From an optimization exercise on the open Yosys and OpenROAD flow, aimed at small area, a short achievable clock period and few clock cycles per item; shortcuts taken in it are not production practice. Function was checked by simulation only, so behaviour that the tests miss may differ from the original. Power figures rest on the tool's default switching activity, not on a simulated workload.

[config.mk]
export PLATFORM = sky130hd
export DESIGN_NAME = alu_core
export DESIGN_NICKNAME = alu_core
export VERILOG_FILES = /design/flow/design.v
export SDC_FILE = /design/flow/constraint.sdc
export NUM_CORES = 4
export LEC_CHECK = 0
export CAP_MARGIN = 20
export CORE_MARGIN = 2
export CORE_UTILIZATION = 30
export CTS_CLUSTER_DIAMETER = 60
export CTS_CLUSTER_SIZE = 30
export PLACE_DENSITY = 0.5
export SETUP_SLACK_MARGIN = 3.0
export SLEW_MARGIN = 20
[standard.sh]
#!/bin/bash
# synth_recipe.tcl (not shown) runs the flow's synth.tcl, then flattens the netlist and writes it again
# the make line also repeats each setting of config.mk as NAME=value (left out here)
make -C /OpenROAD-flow-scripts/flow DESIGN_CONFIG=/design/flow/config.mk WORK_HOME=/design/flow/orfs CLKGATE_MAP_FILE= SYNTH_SCRIPT=/design/flow/synth_recipe.tcl "${@:-finish}"
[flow/run.sh]
#!/bin/bash
# The standard layout (standard.sh) with three changes: slow many-input cells
# (mux4, 4-input and-or/or-and stacks, or4/nor4/and4) join the platform's
# don't-use list so that synthesis maps to faster cells; each port's buffer
# is a buf_4 instead of the default cell; and clock tree synthesis inserts
# no dummy loads. Tool output goes to standard.log here.
set -euo pipefail
export BUFFER_PORTS_ARGS="-buffer_cell sky130_fd_sc_hd__buf_4"
export CTS_ARGS="-sink_clustering_enable -repair_clock_nets -sink_clustering_size 30 -sink_clustering_max_diameter 60 -dont_use_dummy_load"
bash standard.sh DONT_USE_CELLS="sky130_fd_sc_hd__probe_p_8 sky130_fd_sc_hd__probec_p_8 sky130_fd_sc_hd__lpflow_bleeder_1 sky130_fd_sc_hd__lpflow_clkbufkapwr_1 sky130_fd_sc_hd__lpflow_clkbufkapwr_16 sky130_fd_sc_hd__lpflow_clkbufkapwr_2 sky130_fd_sc_hd__lpflow_clkbufkapwr_4 sky130_fd_sc_hd__lpflow_clkbufkapwr_8 sky130_fd_sc_hd__lpflow_clkinvkapwr_1 sky130_fd_sc_hd__lpflow_clkinvkapwr_16 sky130_fd_sc_hd__lpflow_clkinvkapwr_2 sky130_fd_sc_hd__lpflow_clkinvkapwr_4 sky130_fd_sc_hd__lpflow_clkinvkapwr_8 sky130_fd_sc_hd__lpflow_decapkapwr_12 sky130_fd_sc_hd__lpflow_decapkapwr_3 sky130_fd_sc_hd__lpflow_decapkapwr_4 sky130_fd_sc_hd__lpflow_decapkapwr_6 sky130_fd_sc_hd__lpflow_decapkapwr_8 sky130_fd_sc_hd__lpflow_inputiso0n_1 sky130_fd_sc_hd__lpflow_inputiso0p_1 sky130_fd_sc_hd__lpflow_inputiso1n_1 sky130_fd_sc_hd__lpflow_inputiso1p_1 sky130_fd_sc_hd__lpflow_inputisolatch_1 sky130_fd_sc_hd__lpflow_isobufsrc_1 sky130_fd_sc_hd__lpflow_isobufsrc_16 sky130_fd_sc_hd__lpflow_isobufsrc_2 sky130_fd_sc_hd__lpflow_isobufsrc_4 sky130_fd_sc_hd__lpflow_isobufsrc_8 sky130_fd_sc_hd__lpflow_isobufsrckapwr_16 sky130_fd_sc_hd__lpflow_lsbuf_lh_hl_isowell_tap_1 sky130_fd_sc_hd__lpflow_lsbuf_lh_hl_isowell_tap_2 sky130_fd_sc_hd__lpflow_lsbuf_lh_hl_isowell_tap_4 sky130_fd_sc_hd__lpflow_lsbuf_lh_isowell_4 sky130_fd_sc_hd__lpflow_lsbuf_lh_isowell_tap_1 sky130_fd_sc_hd__lpflow_lsbuf_lh_isowell_tap_2 sky130_fd_sc_hd__lpflow_lsbuf_lh_isowell_tap_4 sky130_fd_sc_hd__a2111o_1 sky130_fd_sc_hd__a2111o_2 sky130_fd_sc_hd__a2111o_4 sky130_fd_sc_hd__a2111oi_0 sky130_fd_sc_hd__a2111oi_1 sky130_fd_sc_hd__a2111oi_2 sky130_fd_sc_hd__a2111oi_4 sky130_fd_sc_hd__a311o_1 sky130_fd_sc_hd__a311o_2 sky130_fd_sc_hd__a311o_4 sky130_fd_sc_hd__a41o_1 sky130_fd_sc_hd__a41o_2 sky130_fd_sc_hd__a41o_4 sky130_fd_sc_hd__and4_1 sky130_fd_sc_hd__and4_2 sky130_fd_sc_hd__and4_4 sky130_fd_sc_hd__and4b_1 sky130_fd_sc_hd__and4b_2 sky130_fd_sc_hd__and4b_4 sky130_fd_sc_hd__and4bb_1 sky130_fd_sc_hd__and4bb_2 sky130_fd_sc_hd__and4bb_4 sky130_fd_sc_hd__mux4_1 sky130_fd_sc_hd__mux4_2 sky130_fd_sc_hd__mux4_4 sky130_fd_sc_hd__nor4_1 sky130_fd_sc_hd__nor4_2 sky130_fd_sc_hd__nor4_4 sky130_fd_sc_hd__nor4b_1 sky130_fd_sc_hd__nor4b_2 sky130_fd_sc_hd__nor4b_4 sky130_fd_sc_hd__nor4bb_1 sky130_fd_sc_hd__nor4bb_2 sky130_fd_sc_hd__nor4bb_4 sky130_fd_sc_hd__o2111a_1 sky130_fd_sc_hd__o2111a_2 sky130_fd_sc_hd__o2111a_4 sky130_fd_sc_hd__o2111ai_1 sky130_fd_sc_hd__o2111ai_2 sky130_fd_sc_hd__o2111ai_4 sky130_fd_sc_hd__o311a_1 sky130_fd_sc_hd__o311a_2 sky130_fd_sc_hd__o311a_4 sky130_fd_sc_hd__o41a_1 sky130_fd_sc_hd__o41a_2 sky130_fd_sc_hd__o41a_4 sky130_fd_sc_hd__or4_1 sky130_fd_sc_hd__or4_2 sky130_fd_sc_hd__or4_4 sky130_fd_sc_hd__or4b_1 sky130_fd_sc_hd__or4b_2 sky130_fd_sc_hd__or4b_4 sky130_fd_sc_hd__or4bb_1 sky130_fd_sc_hd__or4bb_2 sky130_fd_sc_hd__or4bb_4" finish > standard.log 2>&1
[design.v]
`timescale 1ns/1ps
module fetch_decode #(
    parameter logic [31:0] RESET_PC = 32'h0000_0060
) (
    input  logic        clk,
    input  logic        rst,
    output logic [31:0] pc,
    output logic        inst_read,
    input  logic [31:0] inst_rdata,
    input  logic        inst_resp,
    input  logic        ex_valid,
    input  logic [4:0]  ex_rd,
    output logic        rr_valid,
    output logic [4:0]  rr_rd,
    output logic [31:0] rr_rs1,
    output logic [31:0] rr_rs2,
    output logic        rr_fwd1,
    output logic        rr_fwd2,
    output logic [31:0] rr_imm,
    output logic [9:0]  rr_ctl
);
    localparam logic [6:0] OP     = 7'b0110011;
    localparam logic [6:0] OP_IMM = 7'b0010011;
    localparam logic [6:0] LUI    = 7'b0110111;
    logic        fetch_en;
    logic [29:0] pc_q;
    logic        fetch_fire;
    logic [31:0] w;
    logic        is_op;
    logic        is_opi;
    logic        is_lui;
    logic [2:0]  f3;
    logic [4:0]  rd;
    logic [4:0]  rs1;
    logic [4:0]  rs2;
    logic        kept;
    logic [31:0] imm;
    logic [9:0]  ctl;
    logic [31:1] rs1_oh;
    logic [31:1] rs2_oh;
    logic        fwd1;
    logic        fwd2;
    logic        wfw1;
    logic        wfw2;
    assign pc         = {pc_q, 2'b00};
    assign inst_read  = fetch_en;
    assign fetch_fire = fetch_en & inst_resp;
    always_ff @(posedge clk) begin
        if (rst) begin
            fetch_en <= 1'b0;
            pc_q     <= RESET_PC[31:2];
        end else begin
            fetch_en <= 1'b1;
            if (fetch_fire) begin
                pc_q <= pc_q + 30'd1;
            end
        end
    end
    assign w      = inst_rdata;
    assign is_op  = w[6:0] == OP;
    assign is_opi = w[6:0] == OP_IMM;
    assign is_lui = w[6:0] == LUI;
    assign f3     = w[14:12];
    assign rd     = w[11:7];
    assign rs1    = (is_op | is_opi) ? w[19:15] : 5'd0;
    assign rs2    = is_op ? w[24:20] : 5'd0;
    assign kept   = (is_op | is_opi | is_lui) & (rd != 5'd0);
    always_comb begin
        for (int i = 1; i < 32; i++) begin
            rs1_oh[i] = rs1 == 5'(i);
            rs2_oh[i] = rs2 == 5'(i);
        end
    end
    always_comb begin
        imm = 32'd0;
        if (is_opi) imm = {{20{w[31]}}, w[31:20]};
        if (is_lui) imm = {w[31:12], 12'b0};
    end
    always_comb begin
        ctl = 10'd0;
        if (is_lui) begin
            ctl[1] = 1'b1;
        end else begin
            case (f3)
                3'b000: begin
                    ctl[1] = 1'b1;
                    ctl[0] = is_op & w[30];
                end
                3'b001: ctl[7] = 1'b1;
                3'b010: begin
                    ctl[2] = 1'b1;
                    ctl[0] = 1'b1;
                end
                3'b011: begin
                    ctl[3] = 1'b1;
                    ctl[0] = 1'b1;
                end
                3'b100: ctl[4] = 1'b1;
                3'b101: begin
                    ctl[8] = 1'b1;
                    ctl[9] = w[30];
                end
                3'b110: ctl[5] = 1'b1;
                default: ctl[6] = 1'b1;
            endcase
        end
    end
    assign fwd1 = rr_valid & (rs1 == rr_rd);
    assign fwd2 = rr_valid & (rs2 == rr_rd);
    assign wfw1 = ex_valid & (rs1 == ex_rd);
    assign wfw2 = ex_valid & (rs2 == ex_rd);
    always_ff @(posedge clk) begin
        if (rst) begin
            rr_valid <= 1'b0;
        end else begin
            rr_valid <= fetch_fire & kept;
        end
    end
    always_ff @(posedge clk) begin
        rr_rd   <= rd;
        rr_rs1  <= {rs1_oh & {31{~(fwd1 | wfw1)}}, wfw1 & ~fwd1};
        rr_rs2  <= {rs2_oh & {31{~(fwd2 | wfw2)}}, wfw2 & ~fwd2};
        rr_fwd1 <= fwd1;
        rr_fwd2 <= fwd2;
        rr_imm  <= imm;
        rr_ctl  <= ctl;
    end
endmodule
`timescale 1ns/1ps
module regfile (
    input  logic        clk,
    input  logic [31:0] rs1,
    input  logic [31:0] rs2,
    input  logic [31:0] byp,
    output logic [31:0] rs1_data,
    output logic [31:0] rs2_data,
    input  logic        we,
    input  logic [4:0]  wr_rd,
    input  logic [31:0] wr_data
);
    logic [31:0] regs [1:31];
    always_comb begin
        rs1_data = byp & {32{rs1[0]}};
        rs2_data = byp & {32{rs2[0]}};
        for (int i = 1; i < 32; i++) begin
            rs1_data = rs1_data | (regs[i] & {32{rs1[i]}});
            rs2_data = rs2_data | (regs[i] & {32{rs2[i]}});
        end
    end
    for (genvar i = 1; i < 32; i++) begin : g_reg
        always_ff @(posedge clk) begin
            if (we && wr_rd == 5'(i)) begin
                regs[i] <= wr_data;
            end
        end
    end
endmodule
`timescale 1ns/1ps
module alu_exec (
    input  logic [9:0]  ctl,
    input  logic [31:0] opr1,
    input  logic [31:0] opr2,
    input  logic [4:0]  shamt,
    output logic [31:0] res
);
    logic [32:0] g [0:6];
    logic [32:0] p [0:6];
    logic [31:0] sum;
    logic        cout;
    logic        lt_u;
    logic        lt_s;
    logic [31:0] sll;
    logic [32:0] sr_w;
    assign g[0] = {opr1 & opr2, ctl[0]};
    assign p[0] = {opr1 ^ opr2, 1'b0};
    for (genvar l = 0; l < 6; l++) begin : g_lvl
        for (genvar i = 0; i < 33; i++) begin : g_bit
            if (i >= (1 << l)) begin : g_op
                assign g[l+1][i] = g[l][i] | (p[l][i] & g[l][i - (1 << l)]);
                assign p[l+1][i] = p[l][i] & p[l][i - (1 << l)];
            end else begin : g_pass
                assign g[l+1][i] = g[l][i];
                assign p[l+1][i] = p[l][i];
            end
        end
    end
    assign sum  = p[0][32:1] ^ g[6][31:0];
    assign cout = g[6][32];
    assign lt_u = ~cout;
    assign lt_s = lt_u ^ opr1[31] ^ ~opr2[31];
    assign sll  = opr1 << shamt;
    assign sr_w = $signed({ctl[9] & opr1[31], opr1}) >>> shamt;
    assign res = ({32{ctl[1]}} & sum)
               | {31'd0, (ctl[2] & lt_s) | (ctl[3] & lt_u)}
               | ({32{ctl[4]}} & (opr1 ^ opr2))
               | ({32{ctl[5]}} & (opr1 | opr2))
               | ({32{ctl[6]}} & (opr1 & opr2))
               | ({32{ctl[7]}} & sll)
               | ({32{ctl[8]}} & sr_w[31:0]);
endmodule
`timescale 1ns/1ps
module alu_core (
    input  logic        clk,
    input  logic        rst,
    output logic [31:0] pc,
    output logic        inst_read,
    input  logic [31:0] inst_rdata,
    input  logic        inst_resp,
    output logic        wb_valid,
    output logic [4:0]  wb_rd,
    output logic [31:0] wb_data
);
    logic        rr_valid;
    logic [4:0]  rr_rd;
    logic [31:0] rr_rs1;
    logic [31:0] rr_rs2;
    logic        rr_fwd1;
    logic        rr_fwd2;
    logic [31:0] rr_imm;
    logic [9:0]  rr_ctl;
    logic        ex_valid;
    logic [4:0]  ex_rd;
    logic [9:0]  ex_ctl;
    logic [31:0] ex_opr1;
    logic [31:0] ex_opr2;
    logic [4:0]  ex_shamt;
    logic [31:0] ex_res;
    logic [31:0] rs1_data;
    logic [31:0] rs2_data;
    logic [31:0] val1;
    logic [31:0] val2;
    fetch_decode i_fetch_decode (
        .clk        (clk),
        .rst        (rst),
        .pc         (pc),
        .inst_read  (inst_read),
        .inst_rdata (inst_rdata),
        .inst_resp  (inst_resp),
        .ex_valid   (ex_valid),
        .ex_rd      (ex_rd),
        .rr_valid   (rr_valid),
        .rr_rd      (rr_rd),
        .rr_rs1     (rr_rs1),
        .rr_rs2     (rr_rs2),
        .rr_fwd1    (rr_fwd1),
        .rr_fwd2    (rr_fwd2),
        .rr_imm     (rr_imm),
        .rr_ctl     (rr_ctl)
    );
    regfile i_regfile (
        .clk      (clk),
        .rs1      (rr_rs1),
        .rs2      (rr_rs2),
        .byp      (wb_data),
        .rs1_data (rs1_data),
        .rs2_data (rs2_data),
        .we       (wb_valid),
        .wr_rd    (wb_rd),
        .wr_data  (wb_data)
    );
    assign val1 = (ex_res & {32{rr_fwd1}}) | rs1_data;
    assign val2 = (ex_res & {32{rr_fwd2}}) | rs2_data | rr_imm;
    always_ff @(posedge clk) begin
        if (rst) begin
            ex_valid <= 1'b0;
        end else begin
            ex_valid <= rr_valid;
        end
    end
    always_ff @(posedge clk) begin
        ex_rd    <= rr_rd;
        ex_ctl   <= rr_ctl;
        ex_opr1  <= val1;
        ex_opr2  <= val2 ^ {32{rr_ctl[0]}};
        ex_shamt <= val2[4:0] & {5{rr_ctl[7] | rr_ctl[8]}};
    end
    alu_exec i_alu_exec (
        .ctl   (ex_ctl),
        .opr1  (ex_opr1),
        .opr2  (ex_opr2),
        .shamt (ex_shamt),
        .res   (ex_res)
    );
    always_ff @(posedge clk) begin
        if (rst) begin
            wb_valid <= 1'b0;
        end else begin
            wb_valid <= ex_valid;
        end
    end
    always_ff @(posedge clk) begin
        wb_rd   <= ex_rd;
        wb_data <= ex_res;
    end
endmodule
[constraint.sdc]
create_clock -name core_clock -period 6.0 [get_ports {clk}]
set_input_delay 1.2000 -clock core_clock [delete_from_list [all_inputs] [get_ports {clk}]]
set_output_delay 1.2000 -clock core_clock [all_outputs]
set_load 0.01 [all_outputs]
==> results of run 1 <==
==> layout by cell type, fill, tap and decap left out, drive strengths merged, types with 12 or more instances in the layout <==
master	n
a211o	34
a211oi	21
a21o	47
a21oi	132
a221oi	334
a222oi	32
a22o	319
a22oi	327
a31oi	16
and2	33
and3	29
buf	307
clkbuf	101
dfxtp	268
diode	12
edfxtp	992
ha	65
inv	95
mux2	34
mux2i	179
nand2	138
nand3	65
nand4	181
nor2	217
nor2b	17
nor3	84
o211ai	32
o21ai	88
o22ai	14
or2	17
or3	13
xnor2	61
xor2	22
==> layer usage <==
layer | GRT usage [%] | up-vias | share of wire [%]
li1 | - | 17900 | -
met1 | 37.1 | 23800 | 36
met2 | 42.6 | 4679 | 41
met3 | 11.7 | 1344 | 15
met4 | 18.2 | 22 | 7.9
met5 | 0.554 | - | 0.099
==> critical path: cells and delay by family, from the launching register on <==
family | cells | cell delay [ps]
flip-flops | 1 | 560
AND/OR/NAND/NOR | 1 | 810
AO/OA/AOI/OAI | 3 | 1150
buffers and inverters | 1 | 460
==> area by class of cell <==
type	count	area [sq um]	share of cell area [%]
antenna	12	30.0	0.0467
timing repair buffer	307	2480	3.85
clock buffer	101	2530	3.93
inverter	97	377	0.586
multi-input combinational	2669	20400	31.8
tap	2495	3120	4.85
sequential	1260	35400	55.0
==> report_power, final <==
part           total [W]  internal, W  switching (W)
Clock            0.00604      0.00294        0.00310
Combinational   0.000583     0.000177       0.000406
Sequential       0.00951      0.00945      0.0000601
==> state kept, by name, summed over array words and instances, names as in the netlist <==
| signal | count |
|---|---|
| i_fetch_decode.rr_fwd1 | 1 |
| i_fetch_decode.rr_rs1 | 32 |
| i_fetch_decode.rr_rs2 | 32 |
| i_fetch_decode.rr_imm | 32 |
| i_regfile.regs | 992 |
| i_fetch_decode.rr_fwd2 | 1 |
| ex_ctl | 10 |
| ex_shamt | 5 |
| i_fetch_decode.pc_q | 30 |
| ex_valid | 1 |
| i_fetch_decode.rr_rd | 5 |
| wb_valid | 1 |
| i_fetch_decode.fetch_en | 1 |
| wb_data | 32 |
| wb_rd | 5 |
| ex_opr1 | 32 |
| ex_opr2 | 32 |
| ex_rd | 5 |
| i_fetch_decode.rr_valid | 1 |
| i_fetch_decode.rr_ctl | 10 |
==> final timing paths <==
| path | start | endpoint | slack (ps) | depth (start not counted) |
|---|---|---|---|---|
| worst max-delay path | i_fetch_decode.rr_rs1[12] | ex_opr1[23] | 2840 | 5 |
| worst max register to register | i_fetch_decode.rr_rs1[12] | ex_opr1[23] | 2840 | 5 |
| worst min-delay path | i_fetch_decode.rr_ctl[5] | ex_ctl[5] | 330 | 0 |
| worst min register to register | i_fetch_decode.rr_ctl[5] | ex_ctl[5] | 330 | 0 |
==> through the flow <==
stage	instance area, sq um	power [W]	instances	worst slack (ps)	hold slack (ps)
2_1_floorplan	56300	0.00996	4338	2990	310
3_3_place_gp	60500	0.0102	6779	2210	311
3_5_place_dp	60500	0.0102	6780	2190	313
4_1_cts	63700	0.0161	6898	2950	334
5_1_grt	64300	0.0164	6933	2870	345
6_report	64300	0.0161	6941	2840	334
==> logic make-up after synthesis <==
kind of cell / after synthesis / synth area share (%)
flip-flops: 1260 / 62.4
AO/OA/AOI/OAI: 1481 / 20.6
multiplexers: 213 / 3.90
other: 1 / 0.00666
AND/OR/NAND/NOR: 824 / 7.32
buffers and inverters: 409 / 2.95
XOR/XNOR: 83 / 1.29
adder cells (fa/ha/maj): 66 / 1.48
==> synthesized netlist by cell type, types with 65 or more instances <==
master | instances | area share [%]
a21oi_1 | 130 | 1.2
a221oi_1 | 330 | 5.1
a22o_1 | 319 | 5.0
a22oi_1 | 327 | 4.4
clkbuf_1 | 245 | 1.6
dfxtp_1 | 268 | 9.5
edfxtp_1 | 992 | 53
ha_1 | 65 | 1.4
inv_1 | 95 | 0.63
mux2i_1 | 178 | 3.2
nand2_1 | 138 | 0.92
nand3_1 | 65 | 0.58
nand4_1 | 181 | 2.0
nor2_1 | 216 | 1.4
nor3_1 | 84 | 0.75
o21ai_0 | 81 | 0.72
==> timing repair <==
action                                  CTS  global route
pin swaps                                17            18
gates resized for setup                 118            79
buffers inserted                         17            31
endpoints found under the hold margin     0             0
endpoints found under the setup margin  127           132
==> impl_metrics.json, run 1 <==
{
  "htree_num_levels": 3,
  "grt_antenna_before_repair": 21,
  "fin_skew_ps": 111,
  "fin_nets": 4537,
  "dr.pass1.iters": 19,
  "wirelength_mm": 295,
  "num_rows": 159,
  "drive_gt1_share_pct": 16.1,
  "die_x_microns": 437,
  "die_h_microns": 437,
  "pin_count": 106,
  "p_per_area_mw_per_mm2": 251,
  "seq_area_frac_synth_pct": 62.4,
  "slew_headroom_pct": 16.8,
  "ys_types": 78,
  "rsz0062_at_grt": "yes",
  "slowest_delay_ps": 810,
  "hold_buffers": 0,
  "crit_path_cell_trace": "buf_4 -> a22o_1 -> a221oi_1 -> nand4_1 -> a211o_1",
  "routed-via-count": 47700,
  "drc": 0,
  "synth-async-reset-ratio_pct": 0,
  "period_share_pct": 52.7,
  "fmax_mhz": 316,
  "crit_path_start_kind": "register",
  "grt_overflow_total": 0,
  "worstMarginPinSlew_ps": 1250,
  "cts_tree": "built",
  "track_usage_pct": 29.6,
  "clk_pin_slew_ps": 90,
  "yosysWarnings": 7,
  "synth-edff-count": 992,
  "hold_class": "reg2reg",
  "tns_ps": 0,
  "cts.sinks": 1260,
  "required_ps": 6560,
  "worstPathArrival_ps": 3720,
  "cp-end-kind": "register",
  "clock_latency_ps": 790,
  "fillers": 18200,
  "core-area_sq_mm": 0.187,
  "drv_slew": 0,
  "worstSetupPathType": "reg2reg",
  "routed_via_density": 6.87,
  "io_buffers": 103,
  "grt_max_degree": 50,
  "synthFlopType": "edfxtp_1",
  "slowest_stage": "nand4_1",
  "crit_fanout": 17,
  "wl_per_cell_microns": 42.5,
  "numCtsBuffers": 101,
  "start_util_pct": 30.1,
  "place_congestion": 0.938,
  "cts_root_buf": "clkbuf_16",
  "grt_pass1_wl_mm": 391,
  "area_growth_syn_to_layout_pct": 14.2,
  "peakVddDrop_v": 0.000218,
  "drtIter0Drc": 10000,
  "cts_buffer_depth": 3,
  "die_area_sq_mm": 0.191,
  "syn_area_per_cell_sq_um": 13.0,
  "route.antenna.remaining_nets": 0,
  "dp_hpwl_mm": 171,
  "period_minus_slack_ps": 3160,
  "setup_viol": 0,
  "synth_seq_cells": 1260,
  "synth_cells": 4337,
  "outcome": "complete, no violations",
  "p_leak_nw": 21.2,
  "syn-cell-area_sq_mm": 0.0563,
  "final_hold_viol_count": 0,
  "fin_util_pct": 34.4,
  "max_cap_violations": 0,
  "first_global_vias": 44300
}
Testbench counts, summed over its fixed seeds: cycles 4,832, items 4,136.
==> run 2, diff against run 1 <==
==> flow/run.sh (replaced) <==
#!/bin/bash
# The standard layout (standard.sh), with slow many-input cells (mux4, 4-input
# and-or/or-and stacks, or4/nor4/and4) added to the platform's don't-use list
# so that synthesis maps to faster cells. Tool output goes to standard.log here.
set -euo pipefail
bash standard.sh DONT_USE_CELLS="sky130_fd_sc_hd__probe_p_8 sky130_fd_sc_hd__probec_p_8 sky130_fd_sc_hd__lpflow_bleeder_1 sky130_fd_sc_hd__lpflow_clkbufkapwr_1 sky130_fd_sc_hd__lpflow_clkbufkapwr_16 sky130_fd_sc_hd__lpflow_clkbufkapwr_2 sky130_fd_sc_hd__lpflow_clkbufkapwr_4 sky130_fd_sc_hd__lpflow_clkbufkapwr_8 sky130_fd_sc_hd__lpflow_clkinvkapwr_1 sky130_fd_sc_hd__lpflow_clkinvkapwr_16 sky130_fd_sc_hd__lpflow_clkinvkapwr_2 sky130_fd_sc_hd__lpflow_clkinvkapwr_4 sky130_fd_sc_hd__lpflow_clkinvkapwr_8 sky130_fd_sc_hd__lpflow_decapkapwr_12 sky130_fd_sc_hd__lpflow_decapkapwr_3 sky130_fd_sc_hd__lpflow_decapkapwr_4 sky130_fd_sc_hd__lpflow_decapkapwr_6 sky130_fd_sc_hd__lpflow_decapkapwr_8 sky130_fd_sc_hd__lpflow_inputiso0n_1 sky130_fd_sc_hd__lpflow_inputiso0p_1 sky130_fd_sc_hd__lpflow_inputiso1n_1 sky130_fd_sc_hd__lpflow_inputiso1p_1 sky130_fd_sc_hd__lpflow_inputisolatch_1 sky130_fd_sc_hd__lpflow_isobufsrc_1 sky130_fd_sc_hd__lpflow_isobufsrc_16 sky130_fd_sc_hd__lpflow_isobufsrc_2 sky130_fd_sc_hd__lpflow_isobufsrc_4 sky130_fd_sc_hd__lpflow_isobufsrc_8 sky130_fd_sc_hd__lpflow_isobufsrckapwr_16 sky130_fd_sc_hd__lpflow_lsbuf_lh_hl_isowell_tap_1 sky130_fd_sc_hd__lpflow_lsbuf_lh_hl_isowell_tap_2 sky130_fd_sc_hd__lpflow_lsbuf_lh_hl_isowell_tap_4 sky130_fd_sc_hd__lpflow_lsbuf_lh_isowell_4 sky130_fd_sc_hd__lpflow_lsbuf_lh_isowell_tap_1 sky130_fd_sc_hd__lpflow_lsbuf_lh_isowell_tap_2 sky130_fd_sc_hd__lpflow_lsbuf_lh_isowell_tap_4 sky130_fd_sc_hd__a2111o_1 sky130_fd_sc_hd__a2111o_2 sky130_fd_sc_hd__a2111o_4 sky130_fd_sc_hd__a2111oi_0 sky130_fd_sc_hd__a2111oi_1 sky130_fd_sc_hd__a2111oi_2 sky130_fd_sc_hd__a2111oi_4 sky130_fd_sc_hd__a311o_1 sky130_fd_sc_hd__a311o_2 sky130_fd_sc_hd__a311o_4 sky130_fd_sc_hd__a41o_1 sky130_fd_sc_hd__a41o_2 sky130_fd_sc_hd__a41o_4 sky130_fd_sc_hd__and4_1 sky130_fd_sc_hd__and4_2 sky130_fd_sc_hd__and4_4 sky130_fd_sc_hd__and4b_1 sky130_fd_sc_hd__and4b_2 sky130_fd_sc_hd__and4b_4 sky130_fd_sc_hd__and4bb_1 sky130_fd_sc_hd__and4bb_2 sky130_fd_sc_hd__and4bb_4 sky130_fd_sc_hd__mux4_1 sky130_fd_sc_hd__mux4_2 sky130_fd_sc_hd__mux4_4 sky130_fd_sc_hd__nor4_1 sky130_fd_sc_hd__nor4_2 sky130_fd_sc_hd__nor4_4 sky130_fd_sc_hd__nor4b_1 sky130_fd_sc_hd__nor4b_2 sky130_fd_sc_hd__nor4b_4 sky130_fd_sc_hd__nor4bb_1 sky130_fd_sc_hd__nor4bb_2 sky130_fd_sc_hd__nor4bb_4 sky130_fd_sc_hd__o2111a_1 sky130_fd_sc_hd__o2111a_2 sky130_fd_sc_hd__o2111a_4 sky130_fd_sc_hd__o2111ai_1 sky130_fd_sc_hd__o2111ai_2 sky130_fd_sc_hd__o2111ai_4 sky130_fd_sc_hd__o311a_1 sky130_fd_sc_hd__o311a_2 sky130_fd_sc_hd__o311a_4 sky130_fd_sc_hd__o41a_1 sky130_fd_sc_hd__o41a_2 sky130_fd_sc_hd__o41a_4 sky130_fd_sc_hd__or4_1 sky130_fd_sc_hd__or4_2 sky130_fd_sc_hd__or4_4 sky130_fd_sc_hd__or4b_1 sky130_fd_sc_hd__or4b_2 sky130_fd_sc_hd__or4b_4 sky130_fd_sc_hd__or4bb_1 sky130_fd_sc_hd__or4bb_2 sky130_fd_sc_hd__or4bb_4" finish > standard.log 2>&1
==> run 2 against run 1 <==
  * Largest power group unchanged
  * Via count grew 0.13%
  * Sequential share of layout area shrank 1.2 points
  * Count of clock-buffer cells in the layout increased by 2
  * Global-route usage up 0.17 points
  * Area after synthesis unchanged
  * Total power is 8.5% higher
  * Wire length up 0.67%
  * Still clean on timing, DRC and antenna
==> impl_metrics.json, run 2 <==
{
  "grt_pass1_wl_mm": 393,
  "p_per_area_mw_per_mm2": 266,
  "crit_fanout": 6,
  "cp-end-kind": "register",
  "numCtsBuffers": 96,
  "routed_via_density": 6.80,
  "synth_top_area_share_pct": 52.9,
  "syn-cell-area_sq_mm": 0.0563,
  "finalPower_w": 0.0175,
  "routed-via-count": 47800,
  "grt_antenna_before_repair": 19,
  "synth_cells": 4337,
  "slew_headroom_pct": 17.4,
  "cts_buffer_depth": 3,
  "syn_area_per_cell_sq_um": 13.0,
  "seq_area_frac_synth_pct": 62.4,
  "slowest_delay_ps": 490,
  "slowest_stage": "a221o_2",
  "yosysMostFrequentCell": "edfxtp_1",
  "dr.pass1.iters": 9,
  "required_ps": 6610,
  "track_usage_pct": 29.8,
  "ys_top_cells_by_area": "edfxtp_1, dfxtp_1, a221oi_1",
  "rsz0062_at_grt": "yes",
  "synth_commonest_cells": "edfxtp_1, a221oi_1, a22oi_1",
  "fin_util_pct": 35.2,
  "grt_max_degree": 53,
  "drv_slew": 0,
  "crit_path_start_kind": "register",
  "cts_root_buf": "clkbuf_16",
  "fillers": 18000,
  "num_rows": 159,
  "io_buffers": 103,
  "final_hold_viol_count": 0,
  "critical-path-top-delay-family": "compound AO/OA/AOI/OAI gates",
  "synth-xor-area-share_pct": 1.29,
  "route.antenna.remaining_nets": 0,
  "top_register": "i_regfile.regs",
  "crit_path_cell_trace": "inv_1 -> ha_4 -> and3_1 -> a221o_1 -> a211oi_4 -> buf_6 -> o31ai_4 -> xor2_1 -> a221o_2 -> a211o_4",
  "tns_ps": 0,
  "yosysWarnings": 7,
  "fin_skew_ps": 61.2,
  "clock_latency_ps": 770,
  "first_global_vias": 44500,
  "final_common_cell": "edfxtp_1",
  "hold_class": "reg2reg",
  "period_share_pct": 51.2,
  "setup_viol": 0,
  "ys_types": 78,
  "synth_compound_area_share_pct": 20.6,
  "dp_hpwl_mm": 173,
  "largest_reg_flops": 992,
  "outcome": "complete, no violations",
  "place_congestion": 0.950,
  "synth_top_family_by_area": "compound AO/OA/AOI/OAI gates",
  "worstPathArrival_ps": 3690,
  "start_util_pct": 30.1,
  "clk_pin_slew_ps": 90,
  "worstMarginPinSlew_ps": 1240,
  "die_area_sq_mm": 0.191,
  "cts_tree": "built",
  "pin_count": 106,
  "htree_num_levels": 3,
  "period_minus_slack_ps": 3070,
  "fmax_mhz": 326,
  "cts.sinks": 1260,
  "drc": 0,
  "max_cap_violations": 0,
  "drive_gt1_share_pct": 15.6,
  "p_leak_nw": 21.7,
  "synth-async-reset-ratio_pct": 0,
  "peakVddDrop_v": 0.000232,
  "fin_nets": 4528,
  "muxShareOfSynthArea_pct": 3.90,
  "die_x_microns": 437,
  "timing.critical_path.buf_inv": 2,
  "drtIter0Drc": 9482,
  "synthFlopType": "edfxtp_1",
  "mostFrequentLayoutCells": "edfxtp_1, a22oi_1, a221oi_1",
  "grt_overflow_total": 0,
  "synth-simple-area-share_pct": 7.32,
  "area_growth_syn_to_layout_pct": 16.9,
  "die_h_microns": 437,
  "synth_area_leader_cell": "edfxtp_1",
  "worstSetupPathType": "reg2reg",
  "synth-edff-count": 992,
  "core-area_sq_mm": 0.187,
  "synthAdderAreaFrac_pct": 1.48,
  "synth_seq_cells": 1260,
  "wirelength_mm": 297,
  "wl_per_cell_microns": 42.3
}
run 2: cell counts after synthesis:
Identical to the previous run, type by type.
run 2: worst paths after layout:
path,start,end,slack [ps],cells after the start
setup / recovery,ex_opr1[2],ex_opr1[15],2930,10
hold / removal,i_fetch_decode.rr_ctl[1],ex_ctl[1],310,0
hold reg to reg,i_fetch_decode.rr_ctl[1],ex_ctl[1],310,0
setup reg to reg,ex_opr1[2],ex_opr1[15],2930,10
run 2: where the power goes:
group,internal (W),total (W),switching (W)
registers,0.00943,0.00949,0.0000508
clock network,0.00350,0.00741,0.00390
logic,0.000195,0.000616,0.000421
run 2: worst register-to-register path: cells and delay by family (launching register included):
family          cells  cell delay (ps)
fa+ha+maj           1              260
buf+inv             2              240
simple gates        1              200
flops               1              390
xor+xnor            1              180
compound gates      5             1700
run 2: through the flow:
stage | instances | hold slack (ps) | instance area [sq um] | setup slack [ps]
2_1_floorplan | 4338 | 310 | 56300 | 2990
3_3_place_gp | 6774 | 315 | 60700 | 1800
3_5_place_dp | 6776 | 312 | 60700 | 1820
4_1_cts | 6984 | 304 | 65200 | 2900
5_1_grt | 7018 | 316 | 65800 | 2890
6_report | 7021 | 309 | 65800 | 2930
run 2: cells by family after synthesis:
group,after synthesis
AO/OA/AOI/OAI,1481
flip-flops,1260
AND/OR/NAND/NOR,824
buffers and inverters,409
multiplexers,213
XOR/XNOR,83
adder cells (fa/ha/maj),66
other,1
run 2: cell type report:
type	instances	area, sq um	share of cell area (%)
clock inverter	79	1100	1.67
clock buffer	103	2520	3.83
sequential	1260	35400	53.7
tap	2495	3120	4.74
inverter	97	375	0.570
timing repair buffer	303	2820	4.28
antenna	15	37.5	0.0570
multi-input combinational	2669	20500	31.1
run 2: routing by layer:
layer  track usage, %  routed length, microns  up-vias
li1                 -                       -    18000
met1             36.9                  104000    23900
met2             43.2                  122000     4557
met3             11.5                   45700     1325
met4             19.0                   24600       16
met5            0.151                     287        -
run 2: timing repair:
item / in CTS / in global routing
hold endpoints to repair: 0 / 0
pin swaps: 23 / 36
hold buffers: 0 / 0
resized for setup: 227 / 99
buffers inserted: 26 / 22
gates cloned: 0 / 0
setup endpoints to repair: 221 / 155
==> run 3, diff against run 2 <==
--- a/config.mk
+++ b/config.mk
@@ -8,8 +8,8 @@
 export CAP_MARGIN = 20
 export CORE_MARGIN = 2
-export CORE_UTILIZATION = 30
+export CORE_UTILIZATION = 35
 export CTS_CLUSTER_DIAMETER = 60
 export CTS_CLUSTER_SIZE = 30
-export PLACE_DENSITY = 0.5
+export PLACE_DENSITY = 0.55
 export SETUP_SLACK_MARGIN = 3.0
 export SLEW_MARGIN = 20
==> run 3 against run 2 <==
  * Still clean on timing, DRC and antenna
  * Die area down 14%
  * Worst hold slack better by 20 ps
  * Global-route usage up 3.7 points
  * First-iteration DRC count up 3.7%
  * Area after synthesis unchanged
  * Synthesized cell count unchanged
  * Flip-flop and latch count unchanged
  * Register-to-register slack worse by 80 ps
  * Critical path depth down 5
  * Via count up 0.84%
  * Clock skew down 26 ps
  * Wire length down 4.5%
  * Critical endpoint unchanged
==> impl_metrics.json, run 3 <==
{
  "outcome": "complete, no violations",
  "die_x_microns": 405,
  "cts_root_buf": "clkbuf_16",
  "fin_nets": 4562,
  "wirelength_mm": 284,
  "synth_top_area_share_pct": 52.9,
  "max_cap_violations": 0,
  "worstPathArrival_ps": 3770,
  "grt_pass1_wl_mm": 378,
  "first_global_vias": 45000,
  "htree_num_levels": 3,
  "seq_area_frac_synth_pct": 62.4,
  "p_per_area_mw_per_mm2": 265,
  "cts_tree": "built",
  "peakVddDrop_v": 0.000234,
  "period_minus_slack_ps": 3160,
  "final_common_cell": "edfxtp_1",
  "slowest_stage": "nand4_1",
  "worstMarginPinSlew_ps": 1290,
  "hold_class": "reg2reg",
  "track_usage_pct": 33.5,
  "p_leak_nw": 21.9,
  "tns_ps": 0,
  "period_share_pct": 52.6,
  "drive_gt1_share_pct": 16.4,
  "drtIter0Drc": 9837,
  "routed_via_density": 7.17,
  "fillers": 14800,
  "ys_types": 78,
  "slew_headroom_pct": 13.7,
  "numCtsBuffers": 102,
  "ys_top_cells_by_area": "edfxtp_1, dfxtp_1, a221oi_1",
  "top_register": "i_regfile.regs",
  "worstSetupPathType": "reg2reg",
  "core-area_sq_mm": 0.160,
  "synth_cells": 4337,
  "power_frac_comb_pct": 3.6,
  "crit_path_start_kind": "register",
  "clk_pin_slew_ps": 80,
  "die_h_microns": 405,
  "dr.pass1.iters": 10,
  "finalPower_w": 0.0175,
  "yosysMostFrequentCell": "edfxtp_1",
  "clkPwrFrac_pct": 42.1,
  "grt_max_degree": 53,
  "setup_viol": 0,
  "clock_latency_ps": 760,
  "syn_area_per_cell_sq_um": 13.0,
  "mostFrequentLayoutCells": "edfxtp_1, a22oi_1, a221oi_1",
  "final_hold_viol_count": 0,
  "pin_count": 106,
  "slowest_delay_ps": 750,
  "synth_seq_cells": 1260,
  "grt_antenna_before_repair": 18,
  "synth_commonest_cells": "edfxtp_1, a221oi_1, a22oi_1",
  "p_sw_share_pct": 24.8,
  "multi_input_area_sq_mm": 0.0206,
  "synthFlopType": "edfxtp_1",
  "switchingPower_w": 0.00433,
  "hold_buffers": 0,
  "grt_overflow_total": 0,
  "cts.sinks": 1260,
  "drc": 0,
  "start_util_pct": 35.2,
  "p_seq_share_pct": 54.3,
  "fmax_mhz": 317,
  "cp-end-kind": "register",
  "largest_reg_flops": 992,
  "cts_buffer_depth": 3,
  "num_rows": 147,
  "rsz0062_at_grt": "yes",
  "die_area_sq_mm": 0.164,
  "drv_slew": 0,
  "dp_hpwl_mm": 158,
  "register_area_sq_mm": 0.0354,
  "p_int_w": 0.0132,
  "synth-edff-count": 992,
  "synth-async-reset-ratio_pct": 0,
  "crit_fanout": 18,
  "area_growth_syn_to_layout_pct": 17.0,
  "wl_per_cell_microns": 42.3,
  "required_ps": 6610,
  "place_congestion": 0.954,
  "syn-cell-area_sq_mm": 0.0563,
  "yosysWarnings": 7,
  "crit_path_cell_trace": "buf_4 -> a22o_1 -> a221oi_1 -> nand4_1 -> a211o_1",
  "routed-via-count": 48200,
  "synth_area_leader_cell": "edfxtp_1",
  "io_buffers": 103,
  "fin_skew_ps": 34.8,
  "route.antenna.remaining_nets": 0
}
[run 3: path summary, 6_finish.rpt]
kind | start | endpoint | slack (ps) | cells after the start
worst max-delay path | i_fetch_decode.rr_rs1[4] | ex_opr1[15] | 2840 | 5
worst min-delay path | i_fetch_decode.rr_ctl[3] | ex_ctl[3] | 330 | 0
worst max register to register | i_fetch_decode.rr_rs1[4] | ex_opr1[15] | 2840 | 5
worst min register to register | i_fetch_decode.rr_ctl[3] | ex_ctl[3] | 330 | 0
[run 3: area by class of cell]
cell class / count / share of cell area [%]
clock inverters: 86 / 1.58
diodes: 8 / 0.0304
repair buffers: 331 / 4.73
flip-flops and latches: 1260 / 53.8
inverters: 97 / 0.591
multi-input cells: 2669 / 31.3
clock buffers: 108 / 3.94
well taps: 2160 / 4.10
[run 3: routing by layer]
layer | track usage [%] | up-vias | routed length (microns)
li1 | - | 18000 | -
met3 | 14.6 | 1326 | 48000
met4 | 19.5 | 31 | 21300
met1 | 42.1 | 23900 | 99100
met5 | 0 | - | 522
met2 | 47.6 | 4914 | 115000
[run 3: per-stage QoR]
step	instance area, sq um	worst slack, ps	util [%]	cells	hold slack (ps)
floorplan	56300	2990	-	4338	310
global placement	60200	1920	37.6	6425	310
detailed placement	60200	1740	37.6	6428	314
CTS	65100	2800	40.7	6659	333
global route	65900	2890	41.1	6712	344
finish	65900	2840	41.1	6719	329
[run 3: kinds of logic (layout without fill, tap and decap cells)]
group | after synthesis | after routing | synth area share, %
XOR/XNOR | 83 | 83 | 1.29
adder cells (fa/ha/maj) | 66 | 66 | 1.48
buffers and inverters | 409 | 622 | 2.95
AO/OA/AOI/OAI | 1481 | 1481 | 20.6
AND/OR/NAND/NOR | 824 | 824 | 7.32
other | 1 | 10 | 0.00666
flip-flops | 1260 | 1260 | 62.4
multiplexers | 213 | 213 | 3.90
[run 3: power by group through the flow]
stage | combinational, W | sequential [W] | clock [W]
2_1_floorplan | 0.000214 | 0.00975 | 0
3_3_place_gp | 0.000525 | 0.00970 | 0
3_5_place_dp | 0.000528 | 0.00970 | 0
4_1_cts | 0.000584 | 0.00949 | 0.00737
5_1_grt | 0.000661 | 0.00949 | 0.00769
6_report | 0.000628 | 0.00949 | 0.00736
[run 3: what timing repair did]
action / CTS / global route
cloned: 1 / 0
gates resized for setup: 283 / 76
pin swaps: 21 / 42
setup buffers: 36 / 51
setup endpoints to repair: 171 / 153
[run 3: worst max-delay path, delay by kind of cell (launching register included)]
family	cells	cell delay (ps)
DFF	1	640
AOI/OAI and AO/OA	3	1070
and+or+nand+nor	1	750
buffers and inverters	1	470

## separate check: timing with driven ports
In the flow no input, the clock included, has a driving cell. The finished layouts below were timed again as built, in two steps. Step 1, drivers: a clkbuf_16 drives clk and a buf_2 each remaining input, both assumed. Step 2 moves the port delays by t, midway between the first and last clock arrival at a register: inputs arrive t later, outputs are due t later. That takes back most of the time a late clock gives input paths. Slacks: ideal ports / drivers / drivers and shift; pairs: ideal ports / drivers.
| run | t, ns | setup slack, ns | worst setup path after step 2 | clock arrival spread, ns |
|---|---|---|---|---|
| run 1 | 0.810 | 2.837 / 2.837 / 2.471 | input to register | 0.125 / 0.126 |
| run 2 | 0.829 | 2.928 / 2.891 / 2.300 | input to register | 0.063 / 0.063 |
| run 3 | 0.816 | 2.845 / 2.845 / 2.385 | input to register | 0.039 / 0.039 |
After both steps every run listed still meets setup and hold. The setup slack of run 2, which loses most, moves by -0.037 ns with the drivers and by -0.628 ns with both steps.
